This design comes from an exercise in tuning for small area, a short achievable clock period and few clock cycles per item on the open sky130 flow, not from production work.
RTL that was checked went through simulation tests only; none was proved equivalent to the original.

== job 6293 ==
==> flow/design.v (excerpt) <==
module modular_exponentiation_core #(
    parameter int OPERAND_WIDTH = mexp_pkg::OPERAND_WIDTH_DEF
) (
    input  logic                            clk,
    input  logic                            rst_n,
    input  logic                            start,
    output logic                            busy,
    input  logic signed [OPERAND_WIDTH-1:0] base_value,
    input  logic        [OPERAND_WIDTH-1:0] exponent,
    input  logic        [OPERAND_WIDTH-1:0] modulus,
    output logic        [OPERAND_WIDTH-1:0] power_result,
    output logic                            modulus_zero,
    output logic                            done
);
Size in the first run: ~1800 cells after synthesis, about 260 flip-flops, about 130 I/O pins, ~17000 um2 of cells after synthesis.
Settings: LEC_CHECK=0, CAP_MARGIN=20, CORE_MARGIN=2, CORE_UTILIZATION=40, CTS_CLUSTER_DIAMETER=150, CTS_CLUSTER_SIZE=24, SETUP_SLACK_MARGIN=5, SLEW_MARGIN=20, SYNTH_HIERARCHICAL=1, SYNTH_MINIMUM_KEEP_SIZE=0; clock period 9.0 ns.
standard.sh (not shown) runs the stock make flow with config.mk's settings and CLKGATE_MAP_FILE= SYNTH_SCRIPT=/design/flow/synth_recipe.tcl, a recipe that flattens the netlist after the stock synthesis.
==> flow/flow/run.sh <==
#!/bin/bash
# Standard ORFS layout with two changes that leave the constraints alone:
# the port buffers are the smallest buffer cell, and the resizer aims for
# more setup slack than the clock period needs.
set -euo pipefail
bash standard.sh "BUFFER_PORTS_ARGS=-buffer_cell sky130_fd_sc_hd__buf_1" SETUP_SLACK_MARGIN=6.0 finish > orfs_make.log 2>&1
--- input diff job 6293..job 8213 ---
--- a/flow/design.v
+++ b/flow/design.v
@@ -78,14 +78,15 @@
     logic            dn2_reg;    
     logic [3:0]      qq_reg;     
     logic [3:0]      qo;         
     logic [7:0]      e1u_reg;    
     logic [7:0]      e1v_reg;    
     logic            fany_reg;   
     logic            fm_reg;     
+    logic [7:0]      a3_reg;     
     logic [4:0]      mo_reg;     
     logic            mz_reg;
     logic            busy_reg;
     logic            done_reg;
     logic            x_inv;
     logic [AW-1:0]   s2, c2, da, xq, n1, n2;
     logic [AW-1:0]   r1s, r1c, r2s, r2c;
@@ -129,15 +130,15 @@
             .u  (e2u),
             .v  (e2v),
             .k  (kth_all[8*k +: 8]),
             .ge (qq_next[k])
         );
     end
     logic [7:0]      a1_9, a2_9, t9;
-    logic [11:0]     a3_12;      
+    logic [11:0]     a3_12;
     logic            y_top, y_t1, y_t2;
     logic            ybit;
     logic            sq_next;
     logic [2:0]      ytop_next;
     assign y_top = sq_reg ? r_reg[32] : b_reg[31];
     assign y_t1  = sq_reg ? r_reg[31] : b_reg[30];
     assign y_t2  = sq_reg ? r_reg[30] : b_reg[29];
@@ -154,15 +155,15 @@
             default: m_onehot = 5'b00000;
         endcase
     endfunction
     assign a1_9  = {r_reg[32], r_reg[32], r_reg[32:27]};
     assign a2_9  = {r_reg[32], r_reg[32:26]};
     assign a3_12 = {r_reg[32], r_reg[32], r_reg[32:23]} + {r_reg[32], r_reg[32:22]};
     assign t9 = ({8{mo_reg[0]}} & a1_9) | ({8{mo_reg[1]}} & a2_9) |
-                ({8{mo_reg[2]}} & a3_12[11:4]) | ({8{mo_reg[3]}} & ~a1_9) |
+                ({8{mo_reg[2]}} & a3_reg) | ({8{mo_reg[3]}} & ~a1_9) |
                 ({8{mo_reg[4]}} & ~a2_9);
     function automatic logic [31:0] kth_of(input int n);
         int c;
         logic [31:0] r;
         for (int k = 0; k < 4; k++)
         begin
             c = 2 * k - 3;
@@ -287,14 +288,15 @@
             begin
                 e_reg  <= {e_reg[30:0], 1'b0};
                 ec_reg <= ec_reg - 5'd1;
             end
         end
         if (st[I_BUB])
         begin
+            a3_reg   <= a3_12[11:4];
             mo_reg   <= m_onehot({1'b0, y_t1, y_t2});
             dpos_reg <= 1'b0;
             dneg_reg <= y_top;
             dn1_reg  <= y_t1;
             dn2_reg  <= y_t2;
             fany_reg <= 1'b1;
             fm_reg   <= 1'b0;
Findings:
- Post-cts gate resize count (lower): job 6293
- Re via count of the first global-routing pass: job 6293 and job 8213 aren't equal, and the lower value belongs to job 6293.
- When job 8213 is measured against job 6293, its synthesis-to-finish area growth turns out 1.1 points higher.
- The top metal layer carrying routed signals comes out met5 in one run and met4 in the other, namely in job 6293 and job 8213 respectively.
- [compare] base=job 6293 new=job 8213: share of cell area taken by multi-input logic gates now smaller, global-route met3 utilization now larger, clock-pin slew on the worst setup and hold paths ~0 delta.
- Re routed wire length: job 6293 and job 8213 aren't equal, and the lower value belongs to job 6293.
- | minimum clock period after layout | job 8213 vs job 6293 | 0.087 ns lower |
- Going from job 6293 to job 8213, the cell area after layout was found to have gone up by about 1.9%.
- Job 8213 and job 6293 ended up with roughly the same number of nets in the finished design.
- The final reports for job 8213 and job 6293 show global routing usage on met1 higher in the former.
Testbench counts of job 8213, summed over its fixed seeds: cycles 302,768, items 192.
Function not checked in job 6293: the RTL went through the layout flow alone.

static timing again, ports no longer ideal:
The results above use ideal ports. As a check the final layouts listed here were re-extracted and re-timed, cells and wires unchanged. Step 1: set_driving_cell puts a clkbuf_16 on clk and a buf_2 on each other input, an assumption about the parent block. Step 2 also shifts input and output timing later by t, the mid clock arrival at the registers, as if the neighbouring blocks saw the same clock. a / b / c = no drivers / after step 1 / after step 2; a / b = the first two.
| run | t (ns) | setup WS [ns] | pins driven straight from the clock port |
|---|---|---|---|
| job 6293 | 0.556 | 5.868 / 5.868 / 5.868 | 1 |
| job 8213 | 0.554 | 5.955 / 5.930 / 5.955 | 1 |
After both steps every run listed still meets setup and hold.
